This design comes from an exercise in tuning for small area and a short achievable clock period on the open sky130 flow, not from production work. No run shown here included a check of the RTL's function; only the layout flow was run. Power and IR drop assume default switching activity.

## flow/design.v (module list and top-level ports; edited modules follow where they fit)
// module csr_regfile: 140 lines
// module bmd_csr_dec: 40 lines
// module bmd_g_inv: 3 lines
// module bmd_g_nor2: 3 lines
// module bmd_g_nor2b: 3 lines
// module bmd_g_nand3: 3 lines
// module bmd_g_nand4: 3 lines
// module bmd_g_o21a: 3 lines
// module dma_perf_monitor: 65 lines
// module bmd_ao222: 11 lines
// module cpl_tracker: 842 lines
// module bmd_fa: 10 lines
// module bmd_ep_mem: 92 lines
module bmd_ep_mem
(
   input  wire              clk,
   input  wire              rst_i,
   input  wire [6:0]        a_i,
   input  wire              wr_en_i,
   input  wire [31:0]       wr_d_i,
   output logic [31:0]      rd_d_o,
   output logic             init_rst_o,
   output logic [80:0]      mwr_desc_o,
   output logic [80:0]      mrd_desc_o,
   output logic [31:0]      mwr_data_o,
   output logic             mwr_zerolen_en_o,
   output logic [3:0]       trn_wait_count_o,
   output logic [31:0]      cpld_data_o,
   output logic             rd_metering_o,
   output logic [7:0]       mwr_wrr_cnt_o,
   output logic [7:0]       mrd_wrr_cnt_o,
   output logic             mrd_done_o,
   input  wire              mwr_done_i,
   input  wire [81:0]       cpl_status_i,
   input  wire [8:0]        link_cfg_i,
   input  wire              tags_all_back_i
);
  // ...
==> flow/flow/run.sh <==
#!/bin/bash
# Standard layout, with the smallest plain buffer on every port instead of the
# default delay buffer (the resizer still upsizes any that timing needs), and a
# clock tree of smaller buffers without dummy balancing loads.
set -uo pipefail
export BUFFER_PORTS_ARGS="-buffer_cell sky130_fd_sc_hd__buf_1"
export CTS_ARGS="-sink_clustering_enable -repair_clock_nets -dont_use_dummy_load -sink_clustering_size 16 -sink_clustering_max_diameter 50 -buf_list {sky130_fd_sc_hd__clkbuf_4 sky130_fd_sc_hd__clkbuf_8}"
bash standard.sh > standard.log 2>&1
==> flow/standard.sh <==
#!/bin/bash
# synth_recipe.tcl (not shown) runs the flow's synth.tcl, then flattens the netlist and writes it again
# the make line also repeats each setting of config.mk as NAME=value (left out here)
make -C /OpenROAD-flow-scripts/flow DESIGN_CONFIG=/design/flow/config.mk WORK_HOME=/design/flow/orfs CLKGATE_MAP_FILE= SYNTH_SCRIPT=/design/flow/synth_recipe.tcl "${@:-finish}"
==> flow/config.mk <==
export PLATFORM = sky130hd
export DESIGN_NAME = bmd_ep_mem
export DESIGN_NICKNAME = bmd_ep_mem
export VERILOG_FILES = /design/flow/design.v
export SDC_FILE = /design/flow/constraint.sdc
export NUM_CORES = 4
export LEC_CHECK = 0
export CAP_MARGIN = 20
export CORE_MARGIN = 2
export CORE_UTILIZATION = 55
export SETUP_SLACK_MARGIN = 3.38
export SLEW_MARGIN = 20
export SYNTH_HIERARCHICAL = 1
==> flow/constraint.sdc <==
create_clock -name core_clock -period 5.8 [get_ports {clk}]
set_input_delay 1.1600 -clock core_clock [delete_from_list [all_inputs] [get_ports {clk}]]
set_output_delay 1.1600 -clock core_clock [all_outputs]
set_load 0.01 [all_outputs]
==> impl_metrics.py, run 1 <==
metrics = {
    "run_status": {
        "outcome": "timing/DRC/antenna clean",
    },
    "layout": {
        "layout_common_cells": "350 x buf_1, 346 x dfxtp_1, 280 x a22o_1, 221 x nand2_1, 174 x fa_1",
        "num-nonclk-buffers": 539,
        "multi_input_area_um2": 11800,
        "area_delta_synth_final_pct": 18.4,
    },
    "pwr": {
        "p_sw_share_pct": 24.9,
        "clockPowerShare_pct": 33.5,
        "powerClk_uw": 1770,
        "power.density_nw_per_um2": 204,
        "power.leakage_uw": 0.00966,
        "power_leader": "sequential cells",
        "power.total_uw": 5270,
    },
    "grt": {
        "antenna_found_initial": 6,
        "grt_pass1_wl_um": 124000,
    },
    "sta": {
        "fmax_ghz": 0.403,
        "whs_ns": 0.333,
        "rsz0062_at_grt": "true",
    },
    "routing": {
        "top_layer": "met5",
        "drc": 0,
    },
    "die": {
        "start_util_pct": 55.4,
        "core_area_um2": 39500,
    },
    "placement": {
        "place_ws_ns": 2.51,
    },
    "synth": {
        "yosysWarnings": 12,
    },
    "hold_path": {
        "hold_end": "u_cpl_tracker.st2_q[4]$_DFF_P_",
    },
    "critical_path": {
        "path_max_fanout": 4,
        "worstPathCellList": "ha_4 -> nand3_4 -> or4_4 -> buf_6 -> buf_4 -> nor2_4 -> ha_4 -> ha_4 -> ha_4 -> xor2_1 -> a222oi_1 -> inv_1",
        "crit_start": "u_dma_perf_monitor.cnt_q[0][0]$_DFF_P_",
    },
    "job": {
        "max_cap_viol_count": 0,
    },
}
==> module csr_regfile, before the edit <==
module csr_regfile
(
   input  wire              clk,
   input  wire              rst_i,
   input  bmd_pkg::csr_idx_e     a_i,
   input  wire              wr_en_i,
   input  wire [31:0]       wr_d_i,
   output logic [31:0]      rd_d_o,
   input  wire              mwr_done_i,
   input  wire              mrd_done_i,
   input  bmd_pkg::cpl_status_t     cpl_status_i,
   input  bmd_pkg::link_cfg_t     link_cfg_i,
   input  wire [31:0]       mwr_perf_i,
   input  wire [31:0]       mrd_perf_i,
   output logic             init_rst_o,
   output bmd_pkg::dma_desc_t mwr_desc_o,
   output bmd_pkg::dma_desc_t mrd_desc_o,
   output logic [31:0]      mwr_data_o,
   output logic             mwr_zerolen_en_o,
   output logic [3:0]       trn_wait_count_o,
   output logic [31:0]      cpld_data_o,
   output logic             rd_metering_o,
   output logic [7:0]       mwr_wrr_cnt_o,
   output logic [7:0]       mrd_wrr_cnt_o,
   output logic             mwr_perf_ld_o,
   output logic             mrd_perf_ld_o
);
   logic [31:0] rd_word;
   logic [17:0] we_lo, we_hi;
   logic [17:0] hold_lo, hold_hi;
   logic [17:0] sel_lo, sel_hi;
   logic [17:0][31:0] we32;
   logic [17:0][31:0] hold32;
   logic [17:0][31:0] sel32;
   bmd_csr_dec u_dec_lo (
      .a_i     (a_i),
      .wr_en_i (wr_en_i),
      .rst_i   (rst_i),
      .sel_o   (sel_lo),
      .we_o    (we_lo),
      .hold_o  (hold_lo)
   );
   bmd_csr_dec u_dec_hi (
      .a_i     (a_i),
      .wr_en_i (wr_en_i),
      .rst_i   (rst_i),
      .sel_o   (sel_hi),
      .we_o    (we_hi),
      .hold_o  (hold_hi)
   );
   always_comb begin
      for (int k = 0; k < 18; k++) begin
         we32[k]   = {{16{we_hi[k]}}, {16{we_lo[k]}}};
         hold32[k] = {{16{hold_hi[k]}}, {16{hold_lo[k]}}};
         sel32[k]  = {{16{sel_hi[k]}}, {16{sel_lo[k]}}};
      end
   end
   logic start_we;
   logic start_hold;
   logic start_we_hi;
   logic start_hold_hi;
   assign start_we      = we_lo[REG_DMA_CS] && !init_rst_o;
   assign start_hold    = hold_lo[REG_DMA_CS] && !init_rst_o;
   assign start_we_hi   = we_hi[REG_DMA_CS] && !init_rst_o;
   assign start_hold_hi = hold_hi[REG_DMA_CS] && !init_rst_o;
   always_ff @(posedge clk) begin
      init_rst_o <= (we32[REG_CTRL][0] & wr_d_i[0]) | (hold32[REG_CTRL][0] & init_rst_o) | rst_i;
      mwr_desc_o.start   <= (start_we & wr_d_i[0]) | (start_hold & mwr_desc_o.start);
      mwr_desc_o.relaxed <= (we32[REG_DMA_CS][5] & wr_d_i[5]) | (hold32[REG_DMA_CS][5] & mwr_desc_o.relaxed);
      mwr_desc_o.nosnoop <= (we32[REG_DMA_CS][6] & wr_d_i[6]) | (hold32[REG_DMA_CS][6] & mwr_desc_o.nosnoop);
      mwr_desc_o.int_dis <= (we32[REG_DMA_CS][7] & wr_d_i[7]) | (hold32[REG_DMA_CS][7] & mwr_desc_o.int_dis);
      mrd_desc_o.start   <= (start_we_hi & wr_d_i[16]) | (start_hold_hi & mrd_desc_o.start);
      mrd_desc_o.relaxed <= (we32[REG_DMA_CS][21] & wr_d_i[21]) | (hold32[REG_DMA_CS][21] & mrd_desc_o.relaxed);
      mrd_desc_o.nosnoop <= (we32[REG_DMA_CS][22] & wr_d_i[22]) | (hold32[REG_DMA_CS][22] & mrd_desc_o.nosnoop);
      mrd_desc_o.int_dis <= (we32[REG_DMA_CS][23] & wr_d_i[23]) | (hold32[REG_DMA_CS][23] & mrd_desc_o.int_dis);
      mwr_desc_o.addr <= (we32[REG_MWR_ADDR] & wr_d_i) | (hold32[REG_MWR_ADDR] & mwr_desc_o.addr);
      mwr_desc_o.len             <= (we32[REG_MWR_LEN][15:0] & wr_d_i[15:0]) | (hold32[REG_MWR_LEN][15:0] & mwr_desc_o.len);
      mwr_desc_o.tc              <= (we32[REG_MWR_LEN][18:16] & wr_d_i[18:16]) | (hold32[REG_MWR_LEN][18:16] & mwr_desc_o.tc);
      mwr_desc_o.en_64b          <= (we32[REG_MWR_LEN][19] & wr_d_i[19]) | (hold32[REG_MWR_LEN][19] & mwr_desc_o.en_64b);
      mwr_desc_o.phant_func_dis1 <= (we32[REG_MWR_LEN][20] & wr_d_i[20]) | (hold32[REG_MWR_LEN][20] & mwr_desc_o.phant_func_dis1);
      mwr_zerolen_en_o           <= (we32[REG_MWR_LEN][21] & wr_d_i[21]) | (hold32[REG_MWR_LEN][21] & mwr_zerolen_en_o);
      mwr_desc_o.up_addr         <= (we32[REG_MWR_LEN][31:24] & wr_d_i[31:24]) | (hold32[REG_MWR_LEN][31:24] & mwr_desc_o.up_addr);
      mwr_desc_o.count <= (we32[REG_MWR_COUNT][15:0] & wr_d_i[15:0]) | (hold32[REG_MWR_COUNT][15:0] & mwr_desc_o.count);
      trn_wait_count_o <= (we32[REG_MWR_COUNT][19:16] & wr_d_i[19:16]) | (hold32[REG_MWR_COUNT][19:16] & trn_wait_count_o);
      mwr_data_o  <= (we32[REG_MWR_DATA] & wr_d_i) | (hold32[REG_MWR_DATA] & mwr_data_o);
      cpld_data_o <= (we32[REG_CPL_DATA] & wr_d_i) | (hold32[REG_CPL_DATA] & cpld_data_o);
      mrd_desc_o.addr <= (we32[REG_MRD_ADDR] & wr_d_i) | (hold32[REG_MRD_ADDR] & mrd_desc_o.addr);
      mrd_desc_o.len             <= (we32[REG_MRD_LEN][15:0] & wr_d_i[15:0]) | (hold32[REG_MRD_LEN][15:0] & mrd_desc_o.len);
      mrd_desc_o.tc              <= (we32[REG_MRD_LEN][18:16] & wr_d_i[18:16]) | (hold32[REG_MRD_LEN][18:16] & mrd_desc_o.tc);
      mrd_desc_o.en_64b          <= (we32[REG_MRD_LEN][19] & wr_d_i[19]) | (hold32[REG_MRD_LEN][19] & mrd_desc_o.en_64b);
      mrd_desc_o.phant_func_dis1 <= (we32[REG_MRD_LEN][20] & wr_d_i[20]) | (hold32[REG_MRD_LEN][20] & mrd_desc_o.phant_func_dis1);
      mrd_desc_o.up_addr         <= (we32[REG_MRD_LEN][31:24] & wr_d_i[31:24]) | (hold32[REG_MRD_LEN][31:24] & mrd_desc_o.up_addr);
      mrd_desc_o.count <= (we32[REG_MRD_COUNT][15:0] & wr_d_i[15:0]) | (hold32[REG_MRD_COUNT][15:0] & mrd_desc_o.count);
      rd_metering_o <= (we32[REG_ARB_CTRL][1] & wr_d_i[1]) | (hold32[REG_ARB_CTRL][1] & rd_metering_o);
      mwr_wrr_cnt_o <= (we32[REG_ARB_CTRL][23:16] & wr_d_i[23:16]) | (hold32[REG_ARB_CTRL][23:16] & mwr_wrr_cnt_o)
                     | ({8{rst_i}} & WRR_CNT_RESET);
      mrd_wrr_cnt_o <= (we32[REG_ARB_CTRL][31:24] & wr_d_i[31:24]) | (hold32[REG_ARB_CTRL][31:24] & mrd_wrr_cnt_o)
                     | ({8{rst_i}} & WRR_CNT_RESET);
   end
   assign mwr_perf_ld_o = we_lo[REG_MWR_PERF];
   assign mrd_perf_ld_o = we_hi[REG_MRD_PERF];
   always_comb begin
      rd_word = (sel32[REG_CTRL] &
                 {FPGA_FAMILY, 4'b0, INTERFACE_TYPE, VERSION_NUMBER, 7'b0, init_rst_o})
              | (sel32[REG_DMA_CS] &
                 {cpl_status_i.data_err, 6'b0, mrd_done_i,
                  mrd_desc_o.int_dis, mrd_desc_o.nosnoop, mrd_desc_o.relaxed, 4'b0,
                  mrd_desc_o.start,
                  7'b0, mwr_done_i,
                  mwr_desc_o.int_dis, mwr_desc_o.nosnoop, mwr_desc_o.relaxed, 4'b0,
                  mwr_desc_o.start})
              | (sel32[REG_MWR_ADDR] & mwr_desc_o.addr)
              | (sel32[REG_MWR_LEN] &
                 {mwr_desc_o.up_addr, 2'b0, mwr_zerolen_en_o,
                  mwr_desc_o.phant_func_dis1, mwr_desc_o.en_64b, mwr_desc_o.tc,
                  mwr_desc_o.len})
              | (sel32[REG_MWR_COUNT] & {12'b0, trn_wait_count_o, mwr_desc_o.count})
              | (sel32[REG_MWR_DATA] & mwr_data_o)
              | (sel32[REG_CPL_DATA] & cpld_data_o)
              | (sel32[REG_MRD_ADDR] & mrd_desc_o.addr)
              | (sel32[REG_MRD_LEN] &
                 {mrd_desc_o.up_addr, 3'b0, mrd_desc_o.phant_func_dis1,
                  mrd_desc_o.en_64b, mrd_desc_o.tc, mrd_desc_o.len})
              | (sel32[REG_MRD_COUNT] & {16'b0, mrd_desc_o.count})
              | (sel32[REG_MWR_PERF] & mwr_perf_i)
              | (sel32[REG_MRD_PERF] & mrd_perf_i)
              | (sel32[REG_CPL_STATUS] &
                 {15'b0, cpl_status_i.malformed, cpl_status_i.ur_tag, cpl_status_i.ur_found})
              | (sel32[REG_CPLD_FOUND] & cpl_status_i.found)
              | (sel32[REG_CPLD_SIZE] & cpl_status_i.data_size)
              | (sel32[REG_LINK_WIDTH] & {26'b0, link_cfg_i.lnk_width, 2'b0})
              | (sel32[REG_LINK_PAYLOAD] &
                 {17'b0, link_cfg_i.max_rd_req, 5'b0, link_cfg_i.max_payload, 5'b0})
              | (sel32[REG_ARB_CTRL] &
                 {mrd_wrr_cnt_o, mwr_wrr_cnt_o, 14'b0, rd_metering_o, 1'b0});
   end
   always_ff @(posedge clk) begin
      rd_d_o <= rd_word;
   end
endmodule
==> module dma_perf_monitor, before the edit <==
module dma_perf_monitor #(
   parameter int PERF_W = 32
) (
   input  wire         clk,
   input  wire         init_rst_i,
   input  wire         mwr_start_i,
   input  wire         mwr_done_i,
   input  wire         mrd_start_i,
   input  wire         mrd_done_i,
   input  wire         mwr_ld_i,
   input  wire         mrd_ld_i,
   input  wire [31:0]  ld_d_i,
   output logic [31:0] mwr_perf_o,
   output logic [31:0] mrd_perf_o
);
   logic [1:0]        start_v;
   logic [1:0]        done_v;
   logic [1:0]        ld_v;
   logic [PERF_W-1:0] cnt_q [2];
   assign start_v = {mrd_start_i, mwr_start_i};
   assign done_v  = {mrd_done_i, mwr_done_i};
   assign ld_v    = {mrd_ld_i, mwr_ld_i};
   for (genvar ch = 0; ch < 2; ch++) begin : g_ch
      logic [PERF_W-1:0] q;
      logic [PERF_W/4-1:0] grp;       
      logic [PERF_W/4-1:0] below;     
      logic [PERF_W-1:0] c;           
      logic [PERF_W-1:0] q1;
      logic              en;
      logic              ld;
      logic              inc;
      logic              keep;
      logic [PERF_W-1:0] d;
      assign q = cnt_q[ch];
      always_comb begin
         for (int g = 0; g < PERF_W/4; g++) begin
            grp[g] = &q[4*g +: 4];
         end
         below[0] = 1'b1;
         for (int g = 1; g < PERF_W/4; g++) begin
            below[g] = below[g-1] & grp[g-1];
         end
         for (int g = 0; g < PERF_W/4; g++) begin
            c[4*g]   = below[g];
            c[4*g+1] = below[g] & q[4*g];
            c[4*g+2] = below[g] & q[4*g] & q[4*g+1];
            c[4*g+3] = below[g] & q[4*g] & q[4*g+1] & q[4*g+2];
         end
      end
      assign q1 = q ^ c;
      assign en   = start_v[ch] && !done_v[ch];
      assign ld   = ld_v[ch] && !init_rst_i;
      assign inc  = !ld_v[ch] && !init_rst_i && en;
      assign keep = !ld_v[ch] && !init_rst_i && !en;
      for (genvar i = 0; i < PERF_W; i++) begin : g_bit
         bmd_ao222 u_ao (.a1(ld), .a2(ld_d_i[i]), .b1(inc), .b2(q1[i]), .c1(keep), .c2(q[i]),
                         .y(d[i]));
      end
      always_ff @(posedge clk) begin
         cnt_q[ch] <= d;
      end
   end
   assign mwr_perf_o = 32'(cnt_q[0]);
   assign mrd_perf_o = 32'(cnt_q[1]);
endmodule
==> inputs of run 2 (changes only) <==
--- a/flow/design.v
+++ b/flow/design.v
@@ -85,33 +85,35 @@
    output logic             mrd_perf_ld_o
 );
    logic [31:0] rd_word;
+   logic [3:0][17:0] we_b;
+   logic [3:0][17:0] hold_b;
+   logic [3:0][17:0] sel_b;
    logic [17:0] we_lo, we_hi;
    logic [17:0] hold_lo, hold_hi;
-   logic [17:0] sel_lo, sel_hi;
    logic [17:0][31:0] we32;
    logic [17:0][31:0] hold32;
    logic [17:0][31:0] sel32;
-   bmd_csr_dec u_dec_lo (
-      .a_i     (a_i),
-      .wr_en_i (wr_en_i),
-      .rst_i   (rst_i),
-      .sel_o   (sel_lo),
-      .we_o    (we_lo),
-      .hold_o  (hold_lo)
-   );
-   bmd_csr_dec u_dec_hi (
-      .a_i     (a_i),
-      .wr_en_i (wr_en_i),
-      .rst_i   (rst_i),
-      .sel_o   (sel_hi),
-      .we_o    (we_hi),
-      .hold_o  (hold_hi)
-   );
+   for (genvar g = 0; g < 4; g++) begin : g_dec
+      bmd_csr_dec u_dec (
+         .a_i     (a_i),
+         .wr_en_i (wr_en_i),
+         .rst_i   (rst_i),
+         .sel_o   (sel_b[g]),
+         .we_o    (we_b[g]),
+         .hold_o  (hold_b[g])
+      );
+   end
+   assign we_lo   = we_b[0];
+   assign hold_lo = hold_b[0];
+   assign we_hi   = we_b[2];
+   assign hold_hi = hold_b[2];
    always_comb begin
       for (int k = 0; k < 18; k++) begin
-         we32[k]   = {{16{we_hi[k]}}, {16{we_lo[k]}}};
-         hold32[k] = {{16{hold_hi[k]}}, {16{hold_lo[k]}}};
-         sel32[k]  = {{16{sel_hi[k]}}, {16{sel_lo[k]}}};
+         for (int g = 0; g < 4; g++) begin
+            we32[k][8*g +: 8]   = {8{we_b[g][k]}};
+            hold32[k][8*g +: 8] = {8{hold_b[g][k]}};
+            sel32[k][8*g +: 8]  = {8{sel_b[g][k]}};
+         end
       end
    end
    logic start_we;
@@ -156,8 +158,8 @@
       mrd_wrr_cnt_o <= (we32[REG_ARB_CTRL][31:24] & wr_d_i[31:24]) | (hold32[REG_ARB_CTRL][31:24] & mrd_wrr_cnt_o)
                      | ({8{rst_i}} & WRR_CNT_RESET);
    end
-   assign mwr_perf_ld_o = we_lo[REG_MWR_PERF];
-   assign mrd_perf_ld_o = we_hi[REG_MRD_PERF];
+   assign mwr_perf_ld_o = we_b[1][REG_MWR_PERF];
+   assign mrd_perf_ld_o = we_b[3][REG_MRD_PERF];
    always_comb begin
       rd_word = (sel32[REG_CTRL] &
                  {FPGA_FAMILY, 4'b0, INTERFACE_TYPE, VERSION_NUMBER, 7'b0, init_rst_o})
@@ -286,14 +288,14 @@
       logic [PERF_W-1:0] q;
       logic [PERF_W/4-1:0] grp;       
       logic [PERF_W/4-1:0] below;     
-      logic [PERF_W-1:0] c;           
-      logic [PERF_W-1:0] q1;
+      logic [PERF_W-1:0] t;
       logic              en;
       logic              ld;
-      logic              inc;
       logic              keep;
-      logic [PERF_W-1:0] d;
       assign q = cnt_q[ch];
+      assign en = start_v[ch] && !done_v[ch];
+      assign ld = ld_v[ch] && !init_rst_i;
+      assign keep = !ld_v[ch] && !init_rst_i;
       always_comb begin
          for (int g = 0; g < PERF_W/4; g++) begin
             grp[g] = &q[4*g +: 4];
@@ -303,20 +305,15 @@
             below[g] = below[g-1] & grp[g-1];
          end
          for (int g = 0; g < PERF_W/4; g++) begin
-            c[4*g]   = below[g];
-            c[4*g+1] = below[g] & q[4*g];
-            c[4*g+2] = below[g] & q[4*g] & q[4*g+1];
-            c[4*g+3] = below[g] & q[4*g] & q[4*g+1] & q[4*g+2];
+            t[4*g]   = en & below[g];
+            t[4*g+1] = en & below[g] & q[4*g];
+            t[4*g+2] = en & below[g] & q[4*g] & q[4*g+1];
+            t[4*g+3] = en & below[g] & q[4*g] & q[4*g+1] & q[4*g+2];
          end
       end
-      assign q1 = q ^ c;
-      assign en   = start_v[ch] && !done_v[ch];
-      assign ld   = ld_v[ch] && !init_rst_i;
-      assign inc  = !ld_v[ch] && !init_rst_i && en;
-      assign keep = !ld_v[ch] && !init_rst_i && !en;
+      logic [PERF_W-1:0] d;
       for (genvar i = 0; i < PERF_W; i++) begin : g_bit
-         bmd_ao222 u_ao (.a1(ld), .a2(ld_d_i[i]), .b1(inc), .b2(q1[i]), .c1(keep), .c2(q[i]),
-                         .y(d[i]));
+         bmd_ao22 u_ao (.a(ld), .b(ld_d_i[i]), .c(keep), .d(q[i] ^ t[i]), .y(d[i]));
       end
       always_ff @(posedge clk) begin
          cnt_q[ch] <= d;
@@ -327,16 +324,14 @@
 endmodule
 `default_nettype wire
 `default_nettype none
-module bmd_ao222 (
-   input  wire  a1,
-   input  wire  a2,
-   input  wire  b1,
-   input  wire  b2,
-   input  wire  c1,
-   input  wire  c2,
+module bmd_ao22 (
+   input  wire  a,
+   input  wire  b,
+   input  wire  c,
+   input  wire  d,
    output logic y
 );
-   assign y = (a1 & a2) | (b1 & b2) | (c1 & c2);
+   assign y = (a & b) | (c & d);
 endmodule
 `default_nettype wire
 `timescale 1ns/10ps
==> run 2 against run 1 <==
Net effect:
- power about the same
- sequential cell count stayed put
- die area is 0.49% lower
- core utilization decreased by 0.095 points
==> impl_metrics.py, run 2 <==
metrics = {
    "run_status": {
        "outcome": "timing/DRC/antenna clean",
    },
    "clocking": {
        "clk_latency_ns": 0.67,
        "hold_buffers": 0,
        "cts.sinks": 466,
        "clkTransAtPathRegs_ns": 0.08,
        "cts_root_buf": "clkbuf_8",
        "cts-buffers-inserted": 44,
        "cts_tree": "yes",
        "h-tree-depth": 2,
        "cts.path.max_buffers": 3,
    },
    "critical_path": {
        "crit_start": "rst_i",
        "crit_required_ns": 6.39,
        "crit_type": "in2reg",
        "reg2reg_from": "u_csr_regfile.mrd_desc_o[28]$_DFF_P_",
        "critPathLaunchType": "primary input",
        "end_kind": "flop",
        "crit_arrival_ns": 3.10,
        "path_max_fanout": 11,
    },
    "grt": {
        "grt_pass1_vias": 19000,
        "antenna_found_initial": 9,
        "grt_use_total_pct": 38.1,
        "grt_pass1_wl_um": 117000,
        "grt-ovfl-total": 0,
        "grt_max_degree": 33,
    },
    "pwr": {
        "power.total_uw": 5270,
        "ir_worst_vdd_v": 0.000154,
        "power.density_nw_per_um2": 207,
        "power.leakage_uw": 0.00887,
    },
    "die": {
        "core_area_um2": 38800,
        "die_w_um": 203,
        "start_util_pct": 56.0,
        "pin_count": 417,
        "num_rows": 72,
        "die_area_um2": 41200,
        "die_h_um": 203,
    },
    "routing": {
        "dr_total_vias": 18800,
        "wirelength_um": 79900,
        "first_pass_iters": 7,
        "wl_met1_um": 29800,
        "drt_iter0_drc": 1982,
        "avgViaCountPerCell": 6.50,
        "ant_nets": 0,
        "drc": 0,
        "avgRoutedWirePerCell_um": 27.6,
        "route.met2.wl_um": 37700,
        "top_layer": "met5",
        "wl_met3_um": 7790,
    },
    "layout": {
        "top_regs": "u_cpl_tracker.st1_q (83), u_csr_regfile.mrd_desc_o (81), u_csr_regfile.mwr_desc_o (81)",
        "largest_register_ffs": 83,
        "area_delta_synth_final_pct": 16.9,
        "layout_commonest_cell": "dfxtp_1",
        "fill_cells": 3224,
        "layout_common_cells": "396 x dfxtp_1, 390 x buf_1, 348 x a22o_1, 222 x nand2_1, 174 x fa_1",
        "layout.cells.non_filler": 2895,
        "final_nets": 2757,
        "largest_register": "u_cpl_tracker.st1_q",
        "drive_gt1_share_pct": 13.9,
    },
    "hold_path": {
        "hold_class": "reg2reg",
        "min_from": "u_cpl_tracker.st1_q[9]$_DFF_P_",
    },
    "synth": {
        "syn_area_per_cell_um2": 10.9,
        "syn_area_um2": 21800,
        "synth.net_count": 2374,
        "syn_inst": 1991,
        "yosysWarnings": 12,
    },
    "sta": {
        "setup_slack_ns": 3.28,
        "finalCriticalPeriod_ns": 2.52,
        "slew_viol_final": 0,
        "relSlewSlack_pct": 40.2,
        "whs_ns": 0.332,
        "finalClockSkew_ns": 0.0658,
        "tns_ns": 0,
        "finalHoldViolCount": 0,
        "setup_viol": 0,
        "tightest_slew_ns": 0.897,
        "rsz0062_at_grt": "true",
        "period_share_pct": 43.4,
        "fmax_ghz": 0.397,
    },
    "placement": {
        "place_ws_ns": 2.15,
        "place_hpwl_um": 55800,
        "place_inst": 2769,
        "gp_congestion": 0.972,
        "numPortBuffers": 416,
    },
    "job": {
        "max_cap_viol_count": 0,
    },
}
## run 2: cell types whose count changed in the layout (fill, tap and decap cells not counted), moves of 16 or more
cell | before | now
nand3_1 | 28 | 45
a222oi_1 | 77 | 13
dfxtp_1 | 346 | 396
o21a_1 | 15 | 35
a22o_1 | 280 | 348
clkbuf_2 | 41 | 5
ha_1 | 49 | 70
buf_1 | 350 | 390
buf_4 | 105 | 59
nor2_2 | 6 | 43
inv_1 | 111 | 58
dfxtp_2 | 80 | 35
ha_4 | 18 | 2
## run 2: layer usage
| layer | GRT usage, % | vias to the layer above |
|---|---|---|
| met5 | 0 | - |
| met4 | 21.8 | 6 |
| met3 | 8.30 | 274 |
| met2 | 62.1 | 1180 |
| met1 | 46.9 | 9353 |
| li1 | - | 7997 |
## run 2: critical path: stages
cell and delay (ns):
clkdlybuf4s15_2 0.39, nor2b_4 0.22, nand4_1 0.34, nor2_1 0.73, a22o_1 0.26
## run 2: cell type report
cell class	count	area, um2	area share, %
multi-input cells	1310	12000	47.4
flip-flops and latches	466	9500	37.4
repair buffers	494	2400	9.44
well taps	518	648	2.55
clock buffers	44	606	2.38
inverters	58	218	0.856
diodes	5	12.5	0.0492
## run 2: repair_timing
item	CTS	global route
cloned	2	1
setup endpoints to repair	415	248
buffers inserted	65	9
pin swaps	0	6
resized for setup	186	82
## run 2: stage by stage
stage | utilization, % | instance area, um2
floorplan | - | 21900
CTS | 64.5 | 25100
detailed placement | 60.3 | 23400
global route | 65.5 | 25400
finish | 65.5 | 25400
global placement | 60.3 | 23400
## run 2: power breakdown
part | internal [uW] | total (uW) | switching, uW
Sequential | 3200 | 3220 | 14.6
Clock | 677 | 1740 | 1070
Combinational | 74.5 | 307 | 232
## run 2: path summary, 6_finish.rpt
| kind | endpoint | slack, ns | cells past startpoint |
|---|---|---|---|
| max | u_csr_regfile.mwr_desc_o[69]$_DFF_P_ | 3.28 | 5 |
| min | u_cpl_tracker.st2_q[2]$_DFF_P_ | 0.33 | 0 |
| min reg2reg | u_cpl_tracker.st2_q[2]$_DFF_P_ | 0.33 | 0 |
| max reg2reg | u_cpl_tracker.st1_q[32]$_DFF_P_ | 3.41 | 5 |
==> module bmd_csr_dec, before the edit <==
module bmd_csr_dec (
   input  wire [6:0]   a_i,
   input  wire         wr_en_i,
   input  wire         rst_i,
   output logic [17:0] sel_o,
   output logic [17:0] we_o,
   output logic [17:0] hold_o
);
   logic [4:0] na;
   logic [7:0] lo_n;
   logic [2:0] hz_n;
   logic [2:0] hzw_n;
   logic [2:0] hzr_n;
   logic       z;
   logic       wv;
   logic       rst_n;
   for (genvar i = 0; i < 5; i++) begin : g_inv
      bmd_g_inv u_inv (.a(a_i[i]), .y(na[i]));
   end
   bmd_g_inv   u_rst_n (.a(rst_i), .y(rst_n));
   bmd_g_nor2  u_z     (.a(a_i[6]), .b(a_i[5]), .y(z));
   bmd_g_nor2b u_wv    (.a(rst_i), .bn(wr_en_i), .y(wv));
   for (genvar j = 0; j < 8; j++) begin : g_lo
      bmd_g_nand3 u_lo (.a(j[0] ? a_i[0] : na[0]), .b(j[1] ? a_i[1] : na[1]),
                        .c(j[2] ? a_i[2] : na[2]), .y(lo_n[j]));
   end
   for (genvar m = 0; m < 3; m++) begin : g_hz
      bmd_g_nand3 u_hz  (.a(z), .b(m[1] ? a_i[4] : na[4]), .c(m[0] ? a_i[3] : na[3]),
                         .y(hz_n[m]));
      bmd_g_nand4 u_hzw (.a(z), .b(m[1] ? a_i[4] : na[4]), .c(m[0] ? a_i[3] : na[3]),
                         .d(wv), .y(hzw_n[m]));
      bmd_g_nand4 u_hzr (.a(z), .b(m[1] ? a_i[4] : na[4]), .c(m[0] ? a_i[3] : na[3]),
                         .d(wr_en_i), .y(hzr_n[m]));
   end
   for (genvar k = 0; k < 18; k++) begin : g_out
      bmd_g_nor2 u_sel  (.a(lo_n[k % 8]), .b(hz_n[k / 8]), .y(sel_o[k]));
      bmd_g_nor2 u_we   (.a(lo_n[k % 8]), .b(hzw_n[k / 8]), .y(we_o[k]));
      bmd_g_o21a u_hold (.a1(lo_n[k % 8]), .a2(hzr_n[k / 8]), .b1(rst_n), .y(hold_o[k]));
   end
endmodule
==> inputs of run 3 (changes only) <==
--- a/flow/design.v
+++ b/flow/design.v
@@ -88,6 +88,8 @@
    logic [3:0][17:0] we_b;
    logic [3:0][17:0] hold_b;
    logic [3:0][17:0] sel_b;
+   logic [3:0][7:0]  lo_n_b;
+   logic [3:0][2:0]  hz_n_b;
    logic [17:0] we_lo, we_hi;
    logic [17:0] hold_lo, hold_hi;
    logic [17:0][31:0] we32;
@@ -100,7 +102,9 @@
          .rst_i   (rst_i),
          .sel_o   (sel_b[g]),
          .we_o    (we_b[g]),
-         .hold_o  (hold_b[g])
+         .hold_o  (hold_b[g]),
+         .lo_n_o  (lo_n_b[g]),
+         .hz_n_o  (hz_n_b[g])
       );
    end
    assign we_lo   = we_b[0];
@@ -160,40 +164,42 @@
    end
    assign mwr_perf_ld_o = we_b[1][REG_MWR_PERF];
    assign mrd_perf_ld_o = we_b[3][REG_MRD_PERF];
+   logic [23:0][31:0] rw;
+   logic [2:0][31:0]  grp_word;
+   assign rw[0] = {FPGA_FAMILY, 4'b0, INTERFACE_TYPE, VERSION_NUMBER, 7'b0, init_rst_o};
+   assign rw[1] = {cpl_status_i.data_err, 6'b0, mrd_done_i, mrd_desc_o.int_dis, mrd_desc_o.nosnoop, mrd_desc_o.relaxed, 4'b0, mrd_desc_o.start, 7'b0, mwr_done_i, mwr_desc_o.int_dis, mwr_desc_o.nosnoop, mwr_desc_o.relaxed, 4'b0, mwr_desc_o.start};
+   assign rw[2] = mwr_desc_o.addr;
+   assign rw[3] = {mwr_desc_o.up_addr, 2'b0, mwr_zerolen_en_o, mwr_desc_o.phant_func_dis1, mwr_desc_o.en_64b, mwr_desc_o.tc, mwr_desc_o.len};
+   assign rw[4] = {12'b0, trn_wait_count_o, mwr_desc_o.count};
+   assign rw[5] = mwr_data_o;
+   assign rw[6] = cpld_data_o;
+   assign rw[7] = mrd_desc_o.addr;
+   assign rw[8] = {mrd_desc_o.up_addr, 3'b0, mrd_desc_o.phant_func_dis1, mrd_desc_o.en_64b, mrd_desc_o.tc, mrd_desc_o.len};
+   assign rw[9] = {16'b0, mrd_desc_o.count};
+   assign rw[10] = mwr_perf_i;
+   assign rw[11] = mrd_perf_i;
+   assign rw[12] = {15'b0, cpl_status_i.malformed, cpl_status_i.ur_tag, cpl_status_i.ur_found};
+   assign rw[13] = cpl_status_i.found;
+   assign rw[14] = cpl_status_i.data_size;
+   assign rw[15] = {26'b0, link_cfg_i.lnk_width, 2'b0};
+   assign rw[16] = {17'b0, link_cfg_i.max_rd_req, 5'b0, link_cfg_i.max_payload, 5'b0};
+   assign rw[17] = {mrd_wrr_cnt_o, mwr_wrr_cnt_o, 14'b0, rd_metering_o, 1'b0};
+   assign rw[23:18] = '0;
    always_comb begin
-      rd_word = (sel32[REG_CTRL] &
-                 {FPGA_FAMILY, 4'b0, INTERFACE_TYPE, VERSION_NUMBER, 7'b0, init_rst_o})
-              | (sel32[REG_DMA_CS] &
-                 {cpl_status_i.data_err, 6'b0, mrd_done_i,
-                  mrd_desc_o.int_dis, mrd_desc_o.nosnoop, mrd_desc_o.relaxed, 4'b0,
-                  mrd_desc_o.start,
-                  7'b0, mwr_done_i,
-                  mwr_desc_o.int_dis, mwr_desc_o.nosnoop, mwr_desc_o.relaxed, 4'b0,
-                  mwr_desc_o.start})
-              | (sel32[REG_MWR_ADDR] & mwr_desc_o.addr)
-              | (sel32[REG_MWR_LEN] &
-                 {mwr_desc_o.up_addr, 2'b0, mwr_zerolen_en_o,
-                  mwr_desc_o.phant_func_dis1, mwr_desc_o.en_64b, mwr_desc_o.tc,
-                  mwr_desc_o.len})
-              | (sel32[REG_MWR_COUNT] & {12'b0, trn_wait_count_o, mwr_desc_o.count})
-              | (sel32[REG_MWR_DATA] & mwr_data_o)
-              | (sel32[REG_CPL_DATA] & cpld_data_o)
-              | (sel32[REG_MRD_ADDR] & mrd_desc_o.addr)
-              | (sel32[REG_MRD_LEN] &
-                 {mrd_desc_o.up_addr, 3'b0, mrd_desc_o.phant_func_dis1,
-                  mrd_desc_o.en_64b, mrd_desc_o.tc, mrd_desc_o.len})
-              | (sel32[REG_MRD_COUNT] & {16'b0, mrd_desc_o.count})
-              | (sel32[REG_MWR_PERF] & mwr_perf_i)
-              | (sel32[REG_MRD_PERF] & mrd_perf_i)
-              | (sel32[REG_CPL_STATUS] &
-                 {15'b0, cpl_status_i.malformed, cpl_status_i.ur_tag, cpl_status_i.ur_found})
-              | (sel32[REG_CPLD_FOUND] & cpl_status_i.found)
-              | (sel32[REG_CPLD_SIZE] & cpl_status_i.data_size)
-              | (sel32[REG_LINK_WIDTH] & {26'b0, link_cfg_i.lnk_width, 2'b0})
-              | (sel32[REG_LINK_PAYLOAD] &
-                 {17'b0, link_cfg_i.max_rd_req, 5'b0, link_cfg_i.max_payload, 5'b0})
-              | (sel32[REG_ARB_CTRL] &
-                 {mrd_wrr_cnt_o, mwr_wrr_cnt_o, 14'b0, rd_metering_o, 1'b0});
+      for (int m = 0; m < 3; m++) begin
+         for (int g = 0; g < 4; g++) begin
+            grp_word[m][8*g +: 8] = '0;
+            for (int j = 0; j < 8; j++) begin
+               grp_word[m][8*g +: 8] |= {8{!lo_n_b[g][j]}} & rw[8*m+j][8*g +: 8];
+            end
+         end
+      end
+      for (int g = 0; g < 4; g++) begin
+         rd_word[8*g +: 8] = '0;
+         for (int m = 0; m < 3; m++) begin
+            rd_word[8*g +: 8] |= {8{!hz_n_b[g][m]}} & grp_word[m][8*g +: 8];
+         end
+      end
    end
    always_ff @(posedge clk) begin
       rd_d_o <= rd_word;
@@ -207,7 +213,9 @@
    input  wire         rst_i,
    output logic [17:0] sel_o,
    output logic [17:0] we_o,
-   output logic [17:0] hold_o
+   output logic [17:0] hold_o,
+   output logic [7:0]  lo_n_o,
+   output logic [2:0]  hz_n_o
 );
    logic [4:0] na;
    logic [7:0] lo_n;
@@ -235,6 +243,8 @@
       bmd_g_nand4 u_hzr (.a(z), .b(m[1] ? a_i[4] : na[4]), .c(m[0] ? a_i[3] : na[3]),
                          .d(wr_en_i), .y(hzr_n[m]));
    end
+   assign lo_n_o = lo_n;
+   assign hz_n_o = hz_n;
    for (genvar k = 0; k < 18; k++) begin : g_out
       bmd_g_nor2 u_sel  (.a(lo_n[k % 8]), .b(hz_n[k / 8]), .y(sel_o[k]));
       bmd_g_nor2 u_we   (.a(lo_n[k % 8]), .b(hzw_n[k / 8]), .y(we_o[k]));
==> run 3 against run 2 <==
Net effect:
- core utilization up 0.68 points
- combinational power rose by 21%
- power grew 1.6%
- first-iteration DRC count grew 13%
- largest cell class unchanged
- design area rose by 0.81%
- routed wire length shrank 0.81%
- final cell count is 1.1% higher
- highest routed layer is now met4
- sequential power about the same
- critical path type unchanged
- via count increased by 1.6%
- clock power barely moved
- die area shrank 0.34%
==> impl_metrics.py, run 3 <==
metrics = {
    "run_status": {
        "outcome": "timing/DRC/antenna clean",
    },
    "routing": {
        "avgViaCountPerCell": 6.53,
        "drt_iter0_drc": 2238,
        "ant_nets": 0,
        "wirelength_um": 79300,
        "first_pass_iters": 8,
        "drc": 0,
        "dr_total_vias": 19100,
        "avgRoutedWirePerCell_um": 27.1,
    },
    "layout": {
        "layout.cells.non_filler": 2927,
        "largest_register": "u_cpl_tracker.st1_q",
        "seq_area_um2": 9560,
        "layout_common_cells": "371 x buf_1, 350 x dfxtp_1, 312 x a22o_1, 211 x nand2_1, 174 x fa_1",
        "final_nets": 2793,
        "top_regs": "u_cpl_tracker.st1_q (83), u_csr_regfile.mrd_desc_o (81), u_csr_regfile.mwr_desc_o (81)",
        "fill_cells": 3172,
        "multi_input_area_um2": 11700,
        "largest_register_ffs": 83,
        "layout_commonest_cell": "buf_1",
        "drive_gt1_share_pct": 16.9,
        "design_area_um2": 25600,
        "area_delta_synth_final_pct": 18.2,
    },
    "grt": {
        "grt_max_degree": 33,
        "antenna_found_initial": 1,
        "grt-ovfl-total": 0,
        "grt_pass1_wl_um": 116000,
        "grt_use_total_pct": 37.5,
        "grt_pass1_vias": 18600,
    },
    "critical_path": {
        "crit_required_ns": 6.39,
        "cpPeakStageDelay_ns": 0.70,
        "critPathLaunchType": "primary input",
        "slowest_stage": "nor2_1",
        "r2r_slack_ns": 3.41,
        "path_max_fanout": 15,
        "cpLargestDelayFamily": "simple AND/OR/NAND/NOR gates",
        "crit_arrival_ns": 3.12,
        "worst-path-buf-inv": 1,
        "worstPathCellList": "clkdlybuf4s15_2 -> nor2b_4 -> nand4_1 -> nor2_1 -> a22o_1",
        "crit_type": "in2reg",
        "end_kind": "flop",
    },
    "sta": {
        "finalHoldViolCount": 0,
        "fmax_ghz": 0.395,
        "rsz0062_at_grt": "true",
        "slew_viol_final": 0,
        "tightest_slew_ns": 1.05,
        "setup_slack_ns": 3.27,
        "finalCriticalPeriod_ns": 2.53,
        "tns_ns": 0,
        "period_share_pct": 43.6,
        "setup_viol": 0,
        "relSlewSlack_pct": 30.1,
        "finalClockSkew_ns": 0.0654,
    },
    "clocking": {
        "cts_root_buf": "clkbuf_8",
        "cts-buffers-inserted": 45,
        "cts.path.max_buffers": 3,
        "clk_latency_ns": 0.66,
        "h-tree-depth": 2,
        "clkTransAtPathRegs_ns": 0.09,
        "hold_buffers": 0,
        "cts.sinks": 466,
        "cts_tree": "yes",
    },
    "synth": {
        "syn_area_um2": 21700,
        "yosysWarnings": 12,
        "syn_area_per_cell_um2": 11.0,
        "synth.net_count": 2348,
        "syn_inst": 1965,
    },
    "placement": {
        "place_ws_ns": 2.18,
        "placed_cell_area_um2": 23400,
        "gp_congestion": 0.988,
        "place_hpwl_um": 54700,
        "place_inst": 2768,
        "numPortBuffers": 416,
    },
    "die": {
        "core_area_um2": 38700,
        "die_area_um2": 41000,
        "die_h_um": 203,
        "die_w_um": 203,
        "start_util_pct": 56.0,
        "pin_count": 417,
        "num_rows": 72,
    },
    "pwr": {
        "power.leakage_uw": 0.00921,
        "ir_worst_vdd_v": 0.000215,
        "power.density_nw_per_um2": 209,
    },
    "hold_path": {
        "hold_class": "reg2reg",
    },
    "job": {
        "max_cap_viol_count": 0,
    },
}
==> run 3: stage by stage <==
stage | total power (uW) | hold WS (ns) | util, %
2_1_floorplan | 3470 | 0.310 | -
3_3_place_gp | 3630 | 0.309 | 60.5
3_5_place_dp | 3630 | 0.318 | 60.5
4_1_cts | 5340 | 0.310 | 65.0
5_1_grt | 5520 | 0.313 | 66.2
6_report | 5350 | 0.307 | 66.2
==> run 3: where the power goes <==
group | internal (uW) | switching [uW] | leakage, uW
Sequential | 3200 | 14.1 | 0.00384
Combinational | 99.1 | 271 | 0.00505
Clock | 691 | 1070 | 0.000324
Total | 3990 | 1360 | 0.00921
==> run 3: metal layers <==
metal  share of wire, %  global-route usage [%]  up-vias  wire [um]
met4                4.9                    16.9        0       3910
met3                 11                    8.59      246       8380
li1                   -                       -     8069          -
met1                 39                    49.0     9462      30500
met5                  0                       0        -          0
met2                 46                    59.7     1340      36500
==> run 3: area by class of cell <==
type                    count  share of cell area (%)
flip-flops and latches    466                    37.3
inverters                  92                    1.50
repair buffers            535                    10.6
diodes                      1                 0.00976
clock buffers              45                    2.42
multi-input cells        1270                    45.7
well taps                 518                    2.53
==> run 3: worst paths after layout <==
check / startpoint / to / cells past startpoint
min reg2reg: u_cpl_tracker.st1_q[9]$_DFF_P_ / u_cpl_tracker.st2_q[2]$_DFF_P_ / 0
max reg2reg: u_csr_regfile.mrd_desc_o[27]$_DFF_P_ / u_cpl_tracker.st1_q[32]$_DFF_P_ / 5
max: wr_en_i / u_csr_regfile.mwr_data_o[31]$_DFF_P_ / 5
min: u_cpl_tracker.st1_q[9]$_DFF_P_ / u_cpl_tracker.st2_q[2]$_DFF_P_ / 0
==> run 3: what timing repair did <==
action	in CTS	in global routing
setup endpoints to repair	377	179
cloned	2	0
buffers inserted	87	24
pin swaps	3	7
resized for setup	153	126
==> inputs of run 4 (changes only) <==
--- a/flow/design.v
+++ b/flow/design.v
@@ -88,8 +88,8 @@
    logic [3:0][17:0] we_b;
    logic [3:0][17:0] hold_b;
    logic [3:0][17:0] sel_b;
-   logic [3:0][7:0]  lo_n_b;
-   logic [3:0][2:0]  hz_n_b;
+   logic [3:0][7:0]  lo_b;
+   logic [3:0][2:0]  hz_b;
    logic [17:0] we_lo, we_hi;
    logic [17:0] hold_lo, hold_hi;
    logic [17:0][31:0] we32;
@@ -103,8 +103,8 @@
          .sel_o   (sel_b[g]),
          .we_o    (we_b[g]),
          .hold_o  (hold_b[g]),
-         .lo_n_o  (lo_n_b[g]),
-         .hz_n_o  (hz_n_b[g])
+         .lo_o    (lo_b[g]),
+         .hz_o    (hz_b[g])
       );
    end
    assign we_lo   = we_b[0];
@@ -190,14 +190,14 @@
          for (int g = 0; g < 4; g++) begin
             grp_word[m][8*g +: 8] = '0;
             for (int j = 0; j < 8; j++) begin
-               grp_word[m][8*g +: 8] |= {8{!lo_n_b[g][j]}} & rw[8*m+j][8*g +: 8];
+               grp_word[m][8*g +: 8] |= {8{lo_b[g][j]}} & rw[8*m+j][8*g +: 8];
             end
          end
       end
       for (int g = 0; g < 4; g++) begin
          rd_word[8*g +: 8] = '0;
          for (int m = 0; m < 3; m++) begin
-            rd_word[8*g +: 8] |= {8{!hz_n_b[g][m]}} & grp_word[m][8*g +: 8];
+            rd_word[8*g +: 8] |= {8{hz_b[g][m]}} & grp_word[m][8*g +: 8];
          end
       end
    end
@@ -214,60 +214,62 @@
    output logic [17:0] sel_o,
    output logic [17:0] we_o,
    output logic [17:0] hold_o,
-   output logic [7:0]  lo_n_o,
-   output logic [2:0]  hz_n_o
+   output logic [7:0]  lo_o,
+   output logic [2:0]  hz_o
 );
-   logic [4:0] na;
-   logic [7:0] lo_n;
-   logic [2:0] hz_n;
-   logic [2:0] hzw_n;
-   logic [2:0] hzr_n;
-   logic       z;
+   logic [2:0] na;
+   logic [7:0] lo;
+   logic [2:0] hz;
+   logic [2:0] hzw;
+   logic [2:0] hzr;
    logic       wv;
-   logic       rst_n;
-   for (genvar i = 0; i < 5; i++) begin : g_inv
+   for (genvar i = 0; i < 3; i++) begin : g_inv
       bmd_g_inv u_inv (.a(a_i[i]), .y(na[i]));
    end
-   bmd_g_inv   u_rst_n (.a(rst_i), .y(rst_n));
-   bmd_g_nor2  u_z     (.a(a_i[6]), .b(a_i[5]), .y(z));
-   bmd_g_nor2b u_wv    (.a(rst_i), .bn(wr_en_i), .y(wv));
    for (genvar j = 0; j < 8; j++) begin : g_lo
-      bmd_g_nand3 u_lo (.a(j[0] ? a_i[0] : na[0]), .b(j[1] ? a_i[1] : na[1]),
-                        .c(j[2] ? a_i[2] : na[2]), .y(lo_n[j]));
+      bmd_g_nor3 u_lo (.a(j[0] ? na[0] : a_i[0]), .b(j[1] ? na[1] : a_i[1]),
+                       .c(j[2] ? na[2] : a_i[2]), .y(lo[j]));
    end
    for (genvar m = 0; m < 3; m++) begin : g_hz
-      bmd_g_nand3 u_hz  (.a(z), .b(m[1] ? a_i[4] : na[4]), .c(m[0] ? a_i[3] : na[3]),
-                         .y(hz_n[m]));
-      bmd_g_nand4 u_hzw (.a(z), .b(m[1] ? a_i[4] : na[4]), .c(m[0] ? a_i[3] : na[3]),
-                         .d(wv), .y(hzw_n[m]));
-      bmd_g_nand4 u_hzr (.a(z), .b(m[1] ? a_i[4] : na[4]), .c(m[0] ? a_i[3] : na[3]),
-                         .d(wr_en_i), .y(hzr_n[m]));
+      if (m == 0) begin : g_m0
+         bmd_g_nor4 u_hz (.a(a_i[6]), .b(a_i[5]), .c(a_i[4]), .d(a_i[3]), .y(hz[m]));
+      end else if (m == 1) begin : g_m1
+         bmd_g_nor4b u_hz (.a(a_i[6]), .b(a_i[5]), .c(a_i[4]), .dn(a_i[3]), .y(hz[m]));
+      end else begin : g_m2
+         bmd_g_nor4b u_hz (.a(a_i[6]), .b(a_i[5]), .c(a_i[3]), .dn(a_i[4]), .y(hz[m]));
+      end
+      bmd_g_and2 u_hzw (.a(hz[m]), .b(wv), .y(hzw[m]));
+      bmd_g_and2 u_hzr (.a(hz[m]), .b(wr_en_i), .y(hzr[m]));
    end
-   assign lo_n_o = lo_n;
-   assign hz_n_o = hz_n;
+   bmd_g_nor2b u_wv (.a(rst_i), .bn(wr_en_i), .y(wv));
+   assign lo_o = lo;
+   assign hz_o = hz;
    for (genvar k = 0; k < 18; k++) begin : g_out
-      bmd_g_nor2 u_sel  (.a(lo_n[k % 8]), .b(hz_n[k / 8]), .y(sel_o[k]));
-      bmd_g_nor2 u_we   (.a(lo_n[k % 8]), .b(hzw_n[k / 8]), .y(we_o[k]));
-      bmd_g_o21a u_hold (.a1(lo_n[k % 8]), .a2(hzr_n[k / 8]), .b1(rst_n), .y(hold_o[k]));
+      bmd_g_and2  u_sel  (.a(lo[k % 8]), .b(hz[k / 8]), .y(sel_o[k]));
+      bmd_g_and2  u_we   (.a(lo[k % 8]), .b(hzw[k / 8]), .y(we_o[k]));
+      bmd_g_a21oi u_hold (.a1(lo[k % 8]), .a2(hzr[k / 8]), .b1(rst_i), .y(hold_o[k]));
    end
 endmodule
 module bmd_g_inv (input wire a, output logic y);
    assign y = ~a;
 endmodule
-module bmd_g_nor2 (input wire a, input wire b, output logic y);
-   assign y = ~(a | b);
+module bmd_g_and2 (input wire a, input wire b, output logic y);
+   assign y = a & b;
 endmodule
 module bmd_g_nor2b (input wire a, input wire bn, output logic y);
    assign y = ~a & bn;
 endmodule
-module bmd_g_nand3 (input wire a, input wire b, input wire c, output logic y);
-   assign y = ~(a & b & c);
+module bmd_g_nor3 (input wire a, input wire b, input wire c, output logic y);
+   assign y = ~(a | b | c);
+endmodule
+module bmd_g_nor4 (input wire a, input wire b, input wire c, input wire d, output logic y);
+   assign y = ~(a | b | c | d);
 endmodule
-module bmd_g_nand4 (input wire a, input wire b, input wire c, input wire d, output logic y);
-   assign y = ~(a & b & c & d);
+module bmd_g_nor4b (input wire a, input wire b, input wire c, input wire dn, output logic y);
+   assign y = ~(a | b | c) & dn;
 endmodule
-module bmd_g_o21a (input wire a1, input wire a2, input wire b1, output logic y);
-   assign y = (a1 | a2) & b1;
+module bmd_g_a21oi (input wire a1, input wire a2, input wire b1, output logic y);
+   assign y = ~((a1 & a2) | b1);
 endmodule
 `default_nettype wire
 `timescale 1ns/10ps
==> run 4 against run 3 <==
Net effect:
- worst hold slack improved by 0.028 ns
- largest cell class unchanged
- sequential cell count unchanged
- final cell count down 0.48%
- register-to-register slack hardly changed
- synthesized cell count shrank 1.3%
- core utilization rose by 0.12 points
- critical endpoint is now u_csr_regfile.rd_d_o[10]$_DFF_P_
- worst setup slack improved by 0.11 ns
- critical path depth increased by 2
==> impl_metrics.py, run 4 <==
metrics = {
    "layout": {
        "largest_register_ffs": 83,
        "final_util_pct": 66.3,
        "layout_commonest_cell": "dfxtp_1",
        "largest_register": "u_cpl_tracker.st1_q",
        "top_regs": "u_cpl_tracker.st1_q (83), u_csr_regfile.mrd_desc_o (81), u_csr_regfile.mwr_desc_o (81)",
        "final_nets": 2772,
        "area_delta_synth_final_pct": 19.3,
        "layout_common_cells": "339 x dfxtp_1, 335 x buf_1, 319 x a22o_1, 209 x nand2_1, 174 x fa_1",
        "drive_gt1_share_pct": 21.8,
    },
    "synth": {
        "syn_area_per_cell_um2": 11.4,
        "syn_area_um2": 22000,
        "syn_inst": 1939,
        "yosysWarnings": 12,
        "synth.net_count": 2322,
    },
    "routing": {
        "first_pass_iters": 8,
        "dr_total_vias": 18700,
        "wirelength_um": 79000,
        "avgViaCountPerCell": 6.42,
        "ant_nets": 0,
        "drt_iter0_drc": 2110,
        "drc": 0,
        "avgRoutedWirePerCell_um": 27.1,
    },
    "clocking": {
        "cts.sinks": 466,
        "h-tree-depth": 2,
        "cts-buffers-inserted": 45,
        "clk_latency_ns": 0.67,
        "cts_root_buf": "clkbuf_8",
        "cts.path.max_buffers": 3,
        "cts_tree": "yes",
        "clkTransAtPathRegs_ns": 0.08,
        "hold_buffers": 0,
    },
    "sta": {
        "finalCriticalPeriod_ns": 2.43,
        "fmax_ghz": 0.412,
        "relSlewSlack_pct": 31.4,
        "setup_viol": 0,
        "tightest_slew_ns": 1.02,
        "tns_ns": 0,
        "rsz0062_at_grt": "true",
        "slew_viol_final": 0,
        "finalClockSkew_ns": 0.0762,
        "period_share_pct": 41.8,
        "finalHoldViolCount": 0,
    },
    "pwr": {
        "power.leakage_uw": 0.00955,
        "power.density_nw_per_um2": 205,
        "ir_worst_vdd_v": 0.000219,
    },
    "die": {
        "core_area_um2": 39600,
        "num_rows": 73,
        "die_area_um2": 41700,
        "pin_count": 417,
        "die_h_um": 204,
        "start_util_pct": 55.6,
        "die_w_um": 204,
    },
    "critical_path": {
        "path_max_fanout": 18,
        "slowest_stage": "a222oi_1",
        "reg2reg_from": "u_csr_regfile.mrd_desc_o[29]$_DFF_P_",
        "crit_required_ns": 6.33,
        "r2r-end": "u_cpl_tracker.st1_q[64]$_DFF_P_",
        "worstPathCellList": "clkbuf_4 -> inv_1 -> nor3_2 -> buf_4 -> a222oi_1 -> nand3_1 -> a22o_1",
        "crit_type": "in2reg",
        "cpPeakStageDelay_ns": 0.52,
        "end_kind": "flop",
        "critPathLaunchType": "primary input",
        "ff2ff_path_depth": 5,
        "crit_arrival_ns": 2.96,
        "r2r_slack_ns": 3.42,
    },
    "grt": {
        "grt-ovfl-total": 0,
        "grt_busiest_layer": "met2",
        "antenna_found_initial": 2,
        "grt_pass1_wl_um": 116000,
        "grt_pass1_vias": 18700,
        "use_met3_pct": 9.66,
        "met1_usage_pct": 49.6,
        "grtUsageMet2_pct": 57.1,
        "grt_use_total_pct": 37.3,
        "grt_max_degree": 33,
    },
    "hold_path": {
        "min_from": "u_cpl_tracker.st1_q[8]$_DFF_P_",
        "hold_class": "reg2reg",
        "hold_depth": 0,
        "hold_end": "u_cpl_tracker.st2_q[1]$_DFF_P_",
    },
    "placement": {
        "numPortBuffers": 416,
        "place_hpwl_um": 53900,
        "gp_congestion": 0.940,
    },
    "run_status": {
        "outcome": "timing/DRC/antenna clean",
    },
    "job": {
        "max_cap_viol_count": 0,
    },
}
==> run 4: cell type report <==
type	instances	area (um2)
Sequential cell	466	9580
Antenna cell	1	2.50
Timing Repair Buffer	561	3040
Multi-Input combinational cell	1265	12200
Clock buffer	45	619
Tap cell	525	657
Fill cell	3164	13400
Inverter	50	206
==> run 4: timing repair <==
item,in CTS,in global routing
gates resized for setup,187,123
endpoints found under the setup margin,460,333
buffers inserted,111,14
gates cloned,2,1
pin swaps,17,15
endpoints found under the hold margin,0,0
==> run 4: worst max-delay path by stage <==
| stage | startpoint | endpoint |
|---|---|---|
| 2_1_floorplan | mwr_done_i | u_dma_perf_monitor.cnt_q[0][30]$_DFF_P_ |
| 3_3_place_gp | a_i[1] | u_csr_regfile.rd_d_o[15]$_DFF_P_ |
| 3_5_place_dp | a_i[4] | u_dma_perf_monitor.cnt_q[0][22]$_DFF_P_ |
| 4_1_cts | a_i[0] | u_csr_regfile.mrd_wrr_cnt_o[2]$_DFF_P_ |
| 5_1_grt | a_i[4] | u_csr_regfile.mrd_wrr_cnt_o[2]$_DFF_P_ |
| 6_report | a_i[1] | u_csr_regfile.rd_d_o[10]$_DFF_P_ |
==> run 4: report_power, final <==
group	switching, uW	total (uW)	internal [uW]
Combinational	287	406	119
Sequential	12.9	3220	3200
Clock	1070	1770	691
==> run 4: stage by stage <==
| step | instances | instance area, um2 | setup WS [ns] | hold WS, ns | total power, uW |
|---|---|---|---|---|---|
| after detailed placement | 2739 | 23900 | 2.06 | 0.313 | 3650 |
| final | 2913 | 26300 | 3.37 | 0.335 | 5390 |
| after global placement | 2739 | 23800 | 2.15 | 0.313 | 3650 |
| after global routing | 2913 | 26300 | 3.32 | 0.340 | 5540 |
| after floorplan | 1939 | 22200 | 3.07 | 0.310 | 3470 |
| after CTS | 2897 | 25900 | 3.24 | 0.336 | 5390 |
==> run 4: worst max-delay path: cells and delay by family <==
kind            cells  cell delay (ns)
simple gates        2             0.26
buf+inv             3             0.72
compound gates      2             0.80
==> run 4: per-layer routing <==
layer,up-vias,part of all wire [%]
li1,8010,-
met1,9217,39
met2,1252,45
met3,220,11
met4,2,4.6
met5,-,0.016

afterwards: timing with drivers on the ports:
The flow's constraints put no driver on any port. The routed layouts listed below were extracted and timed again, unchanged, in two steps. Step 1 sets driving cells, clkbuf_16 on the clock port and buf_2 on the other inputs (assumed; they add their load-dependent delay and slew). Step 2, shift: input delay + t, output delay - t, t = (earliest + latest rising clock arrival at the registers) / 2. This alone moves slack from input paths to output paths. Three values: no drivers, after step 1, after step 2; two values: the first two.
run	shift t [ns]	slack for setup (ns)	worst setup path at the end	worst slew at a driven data input, ns
run 1	0.688	3.317 / 3.317 / 2.688	input to register	0.10
run 2	0.685	3.283 / 3.312 / 2.627	input to register	0.09
run 3	0.685	3.269 / 3.264 / 2.578	input to register	0.09
run 4	0.689	3.375 / 3.342 / 2.681	input to register	0.09
After both steps every run listed still meets setup and hold. For run 4, which loses most, drivers alone change the setup slack by -0.033 ns; drivers and shift together by -0.694 ns.
